What follows belongs to an exercise in optimizing a design on an open flow for small area; a production flow would make more cautious choices.
Function was checked by simulation only, so behaviour that the tests miss may differ from the original.
No activity file was given, so power comes from the tool's default toggle rates.

## job 7739
// snn_cfg_loader
module snn_cfg_loader #(
  parameter  int unsigned M1        = 24,
  parameter  int unsigned N1        = 8,
  parameter  int unsigned N2        = 2,
  parameter  int unsigned WBITS     = 2,
  parameter  int unsigned DBITS     = 3,
  parameter  int unsigned PBITS     = 2,
  parameter  int unsigned BUS_W     = 8,
  localparam int unsigned CFG_BITS  = (N1*M1 + N2*N1)*(WBITS + DBITS + 1) + 3*PBITS,
  localparam int unsigned CFG_WORDS = (CFG_BITS + BUS_W - 1) / BUS_W,
  localparam int unsigned CNT_W     = (CFG_WORDS > 1) ? $clog2(CFG_WORDS) : 1
) (
  input  logic                      clk,
  input  logic                      reset,
  input  logic                      cfg_start,
  input  logic                      cfg_valid,
  input  logic [BUS_W-1:0]          cfg_data,
  output logic                      cfg_ready,
  input  logic                      enable,
  output logic                      net_enable,
  output logic [N1*M1*WBITS-1:0]    weights1,
  output logic [N2*N1*WBITS-1:0]    weights2,
  output logic [N1*M1*DBITS-1:0]    delay_values1,
  output logic [N1*M1-1:0]          delays1,
  output logic [N2*N1*DBITS-1:0]    delay_values2,
  output logic [N2*N1-1:0]          delays2,
  output logic [PBITS-1:0]          threshold,
  output logic [PBITS-1:0]          decay,
  output logic [PBITS-1:0]          refractory_period,
  output logic                      cfg_loaded,
  output logic                      commit_done,
  output logic                      load_abort,
  output logic                      busy
  ,
  input  logic [CNT_W-1:0]          rb_addr,
  output logic [BUS_W-1:0]          rb_data
);
  localparam int unsigned DF     = DBITS + 1;
  localparam int unsigned OFF_W2 = N1*M1*WBITS;
  localparam int unsigned OFF_D1 = OFF_W2 + N2*N1*WBITS;
  localparam int unsigned OFF_D2 = OFF_D1 + N1*M1*DF;
  localparam int unsigned OFF_P  = OFF_D2 + N2*N1*DF;
  ...
Size in the first run: about 6400 cells after synthesis, about 2500 flip-flops, about 0.084 sq mm of cells after synthesis.
Settings: LEC_CHECK=0, CAP_MARGIN=5, CORE_MARGIN=2, CORE_UTILIZATION=52, CTS_BUF_LIST=sky130_fd_sc_hd__clkbuf_4 sky130_fd_sc_hd__clkbuf_8, CTS_CLUSTER_DIAMETER=55, CTS_CLUSTER_SIZE=17, SLEW_MARGIN=5, SYNTH_HIERARCHICAL=1, SYNTH_MINIMUM_KEEP_SIZE=0; clock period 5.0 ns.
standard.sh (not shown) runs the stock make flow with config.mk's settings and CLKGATE_MAP_FILE= SYNTH_SCRIPT=/design/flow/synth_recipe.tcl, a recipe that flattens the netlist after the stock synthesis.
==> flow/flow/run.sh <==
#!/bin/bash
# Standard layout, with two changes: port buffers use the smallest buffer
# cell, and clock tree synthesis inserts no dummy loads.
set -euo pipefail
cd "$(dirname "${BASH_SOURCE[0]}")/.."
bash standard.sh finish \
  "BUFFER_PORTS_ARGS=-buffer_cell sky130_fd_sc_hd__buf_1" \
  "CTS_ARGS=-sink_clustering_enable -repair_clock_nets -dont_use_dummy_load -buf_list {sky130_fd_sc_hd__clkbuf_4 sky130_fd_sc_hd__clkbuf_8} -sink_clustering_size 17 -sink_clustering_max_diameter 55" \
  > standard_flow.log 2>&1
[inputs] job 5211 vs job 7739
Settings: a change of CTS_CLUSTER_SIZE from 17 to 18; a change of CAP_MARGIN from 5 to 20; a change of CTS_CLUSTER_DIAMETER from 55 to 60; a change of SLEW_MARGIN from 5 to 20.
diff --git a/flow/flow/run.sh b/flow/flow/run.sh
--- a/flow/flow/run.sh
+++ b/flow/flow/run.sh
@@ -8 +8 @@
-  "CTS_ARGS=-sink_clustering_enable -repair_clock_nets -dont_use_dummy_load -buf_list {sky130_fd_sc_hd__clkbuf_4 sky130_fd_sc_hd__clkbuf_8} -sink_clustering_size 17 -sink_clustering_max_diameter 55" \
+  "CTS_ARGS=-sink_clustering_enable -repair_clock_nets -dont_use_dummy_load -buf_list {sky130_fd_sc_hd__clkbuf_4 sky130_fd_sc_hd__clkbuf_8} -sink_clustering_size 18 -sink_clustering_max_diameter 60" \
## What came out
- On sequential share of layout area, job 5211 and job 7739 are neck and neck.
- Job 7739 → job 5211: clock skew picked up an extra 0.0049 ns; cell area neither gained nor lost much; count of nets after finishing neither gained nor lost much.
- Post-layout minimum cycle time in job 5211 vs job 7739: up 0.12 ns
- There was hardly any difference in placer's final routability congestion estimate between job 7739 and job 5211.
- The worst-margin pin slew reported for job 5211 is smaller than that of job 7739 by 0.25 ns.
diff inputs: job 5211 => job 6864
Settings: changing CTS_BUF_LIST from sky130_fd_sc_hd__clkbuf_4 sky130_fd_sc_hd__clkbuf_8 to sky130_fd_sc_hd__clkbuf_8; changing CTS_CLUSTER_DIAMETER from 60 to 45; changing CTS_CLUSTER_SIZE from 18 to 16.
diff --git a/flow/flow/run.sh b/flow/flow/run.sh
--- a/flow/flow/run.sh
+++ b/flow/flow/run.sh
@@ -8 +8 @@
-  "CTS_ARGS=-sink_clustering_enable -repair_clock_nets -dont_use_dummy_load -buf_list {sky130_fd_sc_hd__clkbuf_4 sky130_fd_sc_hd__clkbuf_8} -sink_clustering_size 18 -sink_clustering_max_diameter 60" \
+  "CTS_ARGS=-sink_clustering_enable -repair_clock_nets -dont_use_dummy_load -buf_list {sky130_fd_sc_hd__clkbuf_8} -sink_clustering_size 16 -sink_clustering_max_diameter 45" \
Of job 6864 and job 5211, the run reporting the higher total CTS buffers was job 6864.
NOTE total wirelength of the detailed-routed design job 5211->job 6864 increased slightly
Changes observed in job 6864 relative to job 5211: fraction of area in multi-input gates decreased 0.27 points; final worst slack increased 0.11 ns.
Area of the die delta (job 6864 -> job 5211): insignificant
Going from job 5211 to job 6864, final area grew slightly.
Job 6864: met2 capacity usage during global routing higher than job 5211
[compare] base=job 5211 new=job 6864: power now sits higher, fraction of power consumed by the clock network increased by 2.6 points relative to the old numbers, final cell count without fillers increased by 0.59% relative to the old numbers, area added between synthesis and finish grew by 0.92 points.

re-timing with driven ports:
The flow's constraints put no driver on any port. The routed layouts listed below were extracted and timed again, unchanged, in two steps.
Step 1, drivers: a clkbuf_16 drives clk and a buf_2 each remaining input, both assumed.
Step 2 times the ports against the registers' clock, not the clock port: input delays grow and output delays shrink by t, the midpoint of the rising clock arrivals with the driver on.
Three values: ideal, step 1, step 2; two values: the first two.
| run | t (ns) | setup slack, ns | hold WS [ns] | worst register clock-pin slew, ns | worst slew at a driven data input, ns |
|---|---|---|---|---|---|
| job 7739 | 0.996 | 0.750 / 0.811 / -0.184 | 0.258 / 0.204 / 0.468 | 0.11 / 0.11 | 0.15 |
| job 5211 | 0.996 | 0.627 / 0.695 / -0.301 | 0.280 / 0.214 / 0.462 | 0.12 / 0.12 | 0.17 |
| job 6864 | 1.043 | 0.732 / 0.798 / -0.245 | 0.218 / 0.154 / 0.455 | 0.10 / 0.10 | 0.15 |
Met with ideal ports but missed after step 2: setup timing in every run listed. For job 6864, which loses most, drivers alone change the setup slack by +0.066 ns; drivers and shift together by -0.977 ns.
